From an optimization exercise on the open Yosys and OpenROAD flow, aimed at small area, a short achievable clock period and few clock cycles per item; shortcuts taken in it are not production practice.
Where RTL was checked, it was by simulation tests only, not by an equivalence proof against the original.
Power figures rest on the tool's default switching activity, not on a simulated workload.

==> flow/design.v (excerpt) <==
module lfu_cache_lru_tiebreak_top (
  input  logic                          clk,
  input  logic                          rst,
  input  logic                          start,
  output logic                          busy,
  input  logic                          func,
  input  logic signed [31:0]            lookup_key,
  input  logic signed [31:0]            store_value,
  output logic                          done,
  output logic                          hit,
  output logic signed [31:0]            read_value,
  input  logic                          capacity_we,
  input  logic [lfulru_pkg::CAP_W-1:0]  capacity_in_use
);
make LEC_CHECK=0 ABC_CLOCK_PERIOD_IN_PS=3300 CAP_MARGIN=20 CORE_MARGIN=2 CORE_UTILIZATION=40 PLACE_DENSITY=0.6 SETUP_SLACK_MARGIN=2.7 SLEW_MARGIN=20 finish   # period 6.0 ns
run.sh (not shown) runs the stock make flow with config.mk's settings and CLKGATE_MAP_FILE= SYNTH_SCRIPT=/design/flow/synth_recipe.tcl, a recipe that flattens the netlist after the stock synthesis.
Change:
ABC_CLOCK_PERIOD_IN_PS = default   (was 3300)
SETUP_SLACK_MARGIN = default   (was 2.7)
Sequential share of layout area went up by 3.9 points.
Non-clock buffer count went down by 166.
Hold slack barely changes.
No run of this note included a check of the RTL's function; only the layout flow was run.

---

The RTL this note starts from:
==> flow/design.v <==
package lfulru_pkg;
  localparam int SLOTS  = 16;
  localparam int SLOT_W = (SLOTS > 1) ? $clog2(SLOTS) : 1;
  localparam int CNT_W  = $clog2(SLOTS + 1);
  localparam int KEY_W  = 32;
  localparam int DATA_W = 32;
  localparam int USES_W = 8;
  localparam int CAP_W  = 5;
  localparam logic FUNC_GET = 1'b0;
  localparam logic FUNC_PUT = 1'b1;
endpackage
module lfulru_engine (
  input  logic                             clk,
  input  logic                             rst,
  input  logic                             start,
  input  logic                             func,
  input  logic [lfulru_pkg::KEY_W-1:0]     lookup_key,
  input  logic [lfulru_pkg::DATA_W-1:0]    store_value,
  input  logic [lfulru_pkg::CNT_W-1:0]     cap_eff,
  input  logic                             cap_zero,
  input  logic                             cap_we,
  input  logic [lfulru_pkg::CNT_W-1:0]     cap_new,
  output logic                             busy,
  output logic                             done,
  output logic                             hit,
  output logic [lfulru_pkg::DATA_W-1:0]    read_value
);
  localparam int N  = lfulru_pkg::SLOTS;
  localparam int UW = lfulru_pkg::USES_W;
  logic                          op_vld;
  logic                          op_put;       
  logic                          op_wr;        
  logic [lfulru_pkg::KEY_W-1:0]  op_key;
  logic [lfulru_pkg::DATA_W-1:0] op_value;
  logic [N-1:0]                  match_r;      
  logic                          hit_p;        
  logic [UW-1:0]                 m_uses_r;     
  logic                          busy_q;
  logic                          done_r;
  logic                          hit_r;
  logic [lfulru_pkg::DATA_W-1:0] rdata_r;
  logic [N-1:0]                  valid;
  logic [lfulru_pkg::KEY_W-1:0]  keys  [N];
  logic [lfulru_pkg::DATA_W-1:0] vals  [N];
  logic [UW-1:0]                 uses  [N];
  logic [N-1:0]                  ord   [N];    
  logic [lfulru_pkg::CNT_W-1:0]  entries;
  logic [lfulru_pkg::CNT_W-1:0]  entries_nx;
  logic                          at_cap;       
  logic                          take;
  logic [N-1:0]                  raw_match;
  logic [UW-1:0]                 raw_uses;
  logic                          eq_prev;
  logic [N-1:0]                  match;
  logic [lfulru_pkg::DATA_W-1:0] m_data;
  logic [N-1:0]                  victim;
  logic [N-1:0]                  free_s;
  logic [N-1:0]                  tgt;
  logic [N-1:0]                  we;
  logic [N-1:0]                  lt;           
  logic [UW-1:0]                 u_inc;
  logic [UW-1:0]                 u_new;
  logic                          do_ins;
  logic                          do_use;
  assign busy   = busy_q;
  assign done   = done_r;
  assign take   = start && !busy_q;
  always_comb begin
    for (int i = 0; i < N; i++) begin
      raw_match[i] = valid[i] && (keys[i] == lookup_key);
    end
  end
  assign eq_prev = (lookup_key == op_key);
  always_comb begin
    if (eq_prev && do_ins) begin
      match = tgt;
    end else begin
      match = raw_match & ~(tgt & {N{do_ins}});
    end
  end
  always_comb begin
    raw_uses = '0;
    m_data   = '0;
    for (int i = 0; i < N; i++) begin
      raw_uses = raw_uses | (uses[i] & {UW{raw_match[i]}});
      m_data   = m_data | (vals[i] & {lfulru_pkg::DATA_W{match_r[i]}});
    end
  end
  always_comb begin
    for (int i = 0; i < N; i++) begin
      victim[i] = valid[i];
      for (int j = 0; j < N; j++) begin
        if (j < i) begin
          victim[i] = victim[i] & !ord[j][i];
        end else if (j > i) begin
          victim[i] = victim[i] & ord[i][j];
        end
      end
    end
  end
  always_comb begin
    for (int i = 0; i < N; i++) begin
      free_s[i] = !valid[i] && ((i == 0) || valid[(i > 0) ? i - 1 : 0]);
    end
  end
  assign do_ins     = op_wr && !hit_p;
  assign entries_nx = (do_ins && !at_cap) ? entries + lfulru_pkg::CNT_W'(1) : entries;
  assign do_use = op_wr || (op_vld && !op_put && hit_p);
  always_comb begin
    if (hit_p) begin
      tgt = match_r;
    end else if (at_cap) begin
      tgt = victim;
    end else begin
      tgt = free_s;
    end
    we = tgt & {N{do_use}};
  end
  assign u_inc = (m_uses_r == '1) ? m_uses_r : (m_uses_r + UW'(1));
  assign u_new = do_ins ? UW'(1) : u_inc;
  function automatic logic less_than(input logic [UW-1:0] a, input logic [UW-1:0] b);
    logic r;
    r = 1'b0;
    for (int i = 0; i < UW; i++) begin
      r = (!a[i] && b[i]) || (!(a[i] ^ b[i]) && r);
    end
    less_than = r;
  endfunction
  always_comb begin
    for (int k = 0; k < N; k++) begin
      lt[k] = !valid[k] || less_than(u_new, uses[k]);
    end
  end
  always_ff @(posedge clk) begin
    if (rst) begin
      op_vld  <= 1'b0;
      op_wr   <= 1'b0;
      done_r  <= 1'b0;
      busy_q  <= 1'b1;
      valid   <= '0;
      entries <= '0;
      at_cap  <= 1'b0;
    end else begin
      op_vld <= take;
      op_wr  <= take && (func == lfulru_pkg::FUNC_PUT) && !cap_zero;
      done_r <= op_vld;
      busy_q <= 1'b0;
      if (do_ins) begin
        valid <= valid | tgt;
      end
      entries <= entries_nx;
      at_cap  <= cap_we ? (entries_nx >= cap_new) : (entries_nx >= cap_eff);
    end
  end
  always_ff @(posedge clk) begin
    op_put   <= (func == lfulru_pkg::FUNC_PUT);
    op_key   <= lookup_key;
    op_value <= store_value;
    match_r  <= match;
    hit_p    <= |match;
    m_uses_r <= (eq_prev && do_use) ? u_new : raw_uses;
    hit_r    <= hit_p;
    rdata_r  <= op_put ? '0 : (m_data | {lfulru_pkg::DATA_W{!hit_p}});
  end
  always_ff @(posedge clk) begin
    for (int i = 0; i < N; i++) begin
      if (we[i]) begin
        uses[i] <= u_new;
        if (op_put) begin
          vals[i] <= op_value;
        end
        if (do_ins) begin
          keys[i] <= op_key;
        end
      end
      for (int j = i + 1; j < N; j++) begin
        if (we[i]) begin
          ord[i][j] <= lt[j];
        end else if (we[j]) begin
          ord[i][j] <= !lt[i];
        end
      end
    end
  end
  assign hit        = hit_r;
  assign read_value = rdata_r;
endmodule
module lfu_cache_lru_tiebreak_top (
  input  logic                          clk,
  input  logic                          rst,
  input  logic                          start,
  output logic                          busy,
  input  logic                          func,
  input  logic signed [31:0]            lookup_key,
  input  logic signed [31:0]            store_value,
  output logic                          done,
  output logic                          hit,
  output logic signed [31:0]            read_value,
  input  logic                          capacity_we,
  input  logic [lfulru_pkg::CAP_W-1:0]  capacity_in_use
);
  logic [lfulru_pkg::CNT_W-1:0]   cap_eff;
  logic                           cap_zero;
  logic [lfulru_pkg::CNT_W-1:0]   cap_new;
  logic [31:0]                    read_value_u;
  always_comb begin
    if (32'(capacity_in_use) > 32'(lfulru_pkg::SLOTS)) begin
      cap_new = lfulru_pkg::CNT_W'(lfulru_pkg::SLOTS);
    end else begin
      cap_new = lfulru_pkg::CNT_W'(capacity_in_use);
    end
  end
  always_ff @(posedge clk) begin
    if (rst) begin
      cap_eff  <= lfulru_pkg::CNT_W'(lfulru_pkg::SLOTS);
      cap_zero <= 1'b0;
    end else if (capacity_we) begin
      cap_eff  <= cap_new;
      cap_zero <= (capacity_in_use == '0);
    end
  end
  lfulru_engine u_engine (
    .clk         (clk),
    .rst         (rst),
    .start       (start),
    .func        (func),
    .lookup_key  (lookup_key),
    .store_value (store_value),
    .cap_eff     (cap_eff),
    .cap_zero    (cap_zero),
    .cap_we      (capacity_we),
    .cap_new     (cap_new),
    .busy        (busy),
    .done        (done),
    .hit         (hit),
    .read_value  (read_value_u)
  );
  assign read_value = read_value_u;
endmodule
export LEC_CHECK = 0
export ABC_CLOCK_PERIOD_IN_PS = 3000
export CAP_MARGIN = 20
export CORE_MARGIN = 2
export CORE_UTILIZATION = 40
export CTS_BUF_LIST = sky130_fd_sc_hd__clkbuf_4
export PLACE_DENSITY = 0.6
export SETUP_SLACK_MARGIN = 3.0
export SLEW_MARGIN = 20
create_clock -name core_clock -period 6.0 [get_ports {clk}]
standard.sh (not shown) runs the stock make flow with config.mk's settings and CLKGATE_MAP_FILE= SYNTH_SCRIPT=/design/flow/synth_recipe.tcl, a recipe that flattens the netlist after the stock synthesis.
==> flow/flow/run.sh <==
#!/bin/bash
# Standard layout, with the port buffers made of buf_4 cells instead of the
# delay-type buffer the port-buffering step picks on its own. Every input and
# output port still gets its own buffer.
set -euo pipefail
export BUFFER_PORTS_ARGS="-buffer_cell sky130_fd_sc_hd__buf_4"
bash standard.sh finish > standard_flow.log 2>&1
Testbench counts at the start, summed over its fixed seeds: cycles 4,816, items 4,800.
==> next run, changes <==
ABC_CLOCK_PERIOD_IN_PS = 3100   (was 3000)
CTS_BUF_LIST = not set   (was sky130_fd_sc_hd__clkbuf_4)
SETUP_SLACK_MARGIN = 2.9   (was 3.0)
After rerunning: Total power goes up by 4.4%; register-to-register slack gets worse by 60 ps; setup slack loses 55 ps; fmax is lower by 1.6%; design area falls by 0.88%.
==> next run, changes <==
ABC_CLOCK_PERIOD_IN_PS = 3000   (was 3100)
SETUP_SLACK_MARGIN = 3.0   (was 2.9)
Final cell count goes up by about 0.6%; clock skew shrinks by 11 ps; global-route usage stays flat; core utilization goes up by 0.82 points; setup slack degrades by 86 ps; fmax is lower by 2.4%; routed wire length rises by 0.64%.

[port drivers added, routing unchanged]
The results above use ideal ports. As a check the final layouts listed here were re-extracted and re-timed, cells and wires unchanged. Step 1, drivers: a clkbuf_16 drives clk and a buf_2 each remaining input, both assumed. Step 2 times the ports against the registers' clock, not the clock port: input delays grow and output delays shrink by t, the midpoint of the rising clock arrivals with the driver on. a / b / c = no drivers / after step 1 / after step 2; a / b = the first two.
| run | shift t [ns] | slack for setup (ns) | worst setup path after step 2 | worst register clock-pin slew, ns |
|---|---|---|---|---|
| the first run of note 1 | 0.880 | 1.990 / 1.990 / 1.784 | input to register | 0.06 / 0.06 |
| the second run of note 1 | 0.861 | 0.926 / 0.926 / 0.926 | register to register | 0.06 / 0.06 |
| the first run of note 2 | 1.348 | 2.571 / 2.571 / 1.765 | input to register | 0.08 / 0.08 |
| the second run of note 2 | 0.883 | 2.516 / 2.516 / 1.895 | input to register | 0.07 / 0.07 |
| the third run of note 2 | 0.857 | 2.430 / 2.430 / 2.094 | input to register | 0.07 / 0.07 |
After both steps every run listed still meets setup and hold. The setup slack of the first run of note 2, which loses most, moves by 0.000 ns with the drivers and by -0.806 ns with both steps.
